Source: an optimization exercise on an open RTL-to-GDS flow (aim: a short achievable clock period and few clock cycles). Production flows keep margins and buffers that such runs may drop.
The RTL was checked by simulation tests, not by an equivalence proof against the original design.

==> flow/design.v (excerpt) <==
module attn_top (
  input  logic clk,
  input  logic reset_n,
  input  logic dut_valid,
  output logic dut_ready,
  output logic [16-1:0] sram_input_read_address,
  input  logic [32-1:0] sram_input_read_data,
  output logic [16-1:0] sram_weight_read_address,
  input  logic [32-1:0] sram_weight_read_data,
  output logic [16-1:0] sram_result_read_address,
  input  logic [32-1:0] sram_result_read_data,
  output logic                    sram_result_write_enable,
  output logic [16-1:0] sram_result_write_address,
  output logic [32-1:0] sram_result_write_data,
  output logic [16-1:0] sram_scratchpad_read_address,
  input  logic [32-1:0] sram_scratchpad_read_data,
  output logic                    sram_scratchpad_write_enable,
  output logic [16-1:0] sram_scratchpad_write_address,
  output logic [32-1:0] sram_scratchpad_write_data
);
  localparam int NL = 6;        
  localparam int LW = 3;        
  typedef enum logic [3:0] {
    R_IDLE,
    R_D1,      
    R_D2,      
    R_D3,      
    R_D4,      
    R_XL,      
    R_PROJ,    
    R_SQ,      
    R_KL,      
    R_S,       
    R_SPROJ,   
    R_SWAIT,   
    R_SS,      
    R_FIN      
  } rstate_t;
  localparam logic [1:0] A_ST = 2'd0;    
  localparam logic [1:0] A_IN = 2'd2;    
  localparam logic [1:0] A_SCR = 2'd3;   
  rstate_t rs, rs_n;
  logic ready_q, ready_n;
  logic [6:0] n_r, d_r, e_r, n_n, d_n, e_n;
  logic [6:0] nm1_r, dm1_r, em1_r, nm1_n, dm1_n, em1_n;
  logic fast_r, fast_n;
  logic [12:0] ne_a, ne_b;
  logic [15:0] ne_r;       
  logic [15:0] ne3_r;      
  logic [15:0] nde_r;      
  logic [15:0] nle_r;      
  logic [7:0] e3_r;        
  logic [15:0] ia, wa, ra, sa, ia_n, wa_n, ra_n, sa_n;
  logic [31:0] in_q, w_q, r_q, s_q;
  logic [6:0] t0, t0_n;
  logic [6:0] tm1, tm1_n;
  logic [15:0] tbase, tbase_n;     
  logic [15:0] toff, toff_n;       
  logic [6:0] per_r, per_n;        
  logic [6:0] ik, ik_n;
  ...
Size in the first run: roughly 5600 flip-flops, about 290 I/O pins, about 310000 um2 of cells after synthesis.
make LEC_CHECK=0 CAP_MARGIN=20 CORE_MARGIN=2 CORE_UTILIZATION=40 SLEW_MARGIN=20 finish   # period 16.0 ns
run.sh (not shown) runs the stock make flow with config.mk's settings and CLKGATE_MAP_FILE= SYNTH_SCRIPT=/design/flow/synth_recipe.tcl, a recipe that flattens the netlist after the stock synthesis.
Testbench counts at the start, summed over its fixed seeds: cycles 66,577.
Rerun with:
--- a/flow/design.v
+++ b/flow/design.v
@@ -230,15 +230,15 @@
   output logic [32-1:0] sram_result_write_data,
   output logic [16-1:0] sram_scratchpad_read_address,
   input  logic [32-1:0] sram_scratchpad_read_data,
   output logic                    sram_scratchpad_write_enable,
   output logic [16-1:0] sram_scratchpad_write_address,
   output logic [32-1:0] sram_scratchpad_write_data
 );
-  localparam int NL = 6;        
+  localparam int NL = 8;        
   localparam int LW = 3;        
   typedef enum logic [3:0] {
     R_IDLE,
     R_D1,      
     R_D2,      
     R_D3,      
     R_D4,      
@@ -342,16 +342,16 @@
     s_q <= sram_scratchpad_read_data;
   end
   always_ff @(posedge clk) begin
     ne_a <= 13'(n_r) * 13'(e_r[3:0]);
     ne_b <= 13'(n_r) * 13'(e_r[6:4]);
     ne_r <= 16'(ne_a) + {2'b0, ne_b[9:0], 4'b0};
     ne3_r <= ne_r + ne_r + ne_r;
-    nde_r <= 16'(d_r) * 16'(NL);
-    nle_r <= 16'(e_r) * 16'(NL);
+    nde_r <= 16'(d_r) << LW;
+    nle_r <= 16'(e_r) << LW;
     e3_r <= 8'(e_r) + 8'(e_r) + 8'(em1_r);
   end
   always_comb begin
     rs_n = rs;
     ready_n = ready_q;
     n_n = n_r;
     d_n = d_r;
After rerunning: This time the run ran to the end with violations: antenna rules; register-to-register slack gets worse by 0.27 ns; non-clock buffer count climbs by 44; die area goes up by about 30%; utilization fell by 0.19 points; final area went up by 28%; worst hold slack degrades by 0.028 ns; setup slack improved by 0.47 ns; cell count rises by 27%.
Testbench counts after the change, summed over its fixed seeds: cycles 56,539.

separate check: timing with driven ports:
The results above use ideal ports. As a check the final layouts listed here were re-extracted and re-timed, cells and wires unchanged.
Step 1 sets driving cells, clkbuf_16 on the clock port and buf_2 on the other inputs (assumed; they add their load-dependent delay and slew).
Step 2 moves the port delays by t, midway between the first and last clock arrival at a register: inputs arrive t later, outputs are due t later. That takes back most of the time a late clock gives input paths.
Slacks: ideal / step 1 / step 2; pairs: ideal / step 1.
| run | shift t [ns] | slack for setup (ns) | clock arrival spread, ns |
|---|---|---|---|
| the first run | 1.255 | 10.013 / 9.852 / 10.603 | 0.078 / 0.078 |
| the second run | 1.255 | 10.485 / 10.335 / 10.610 | 0.131 / 0.131 |
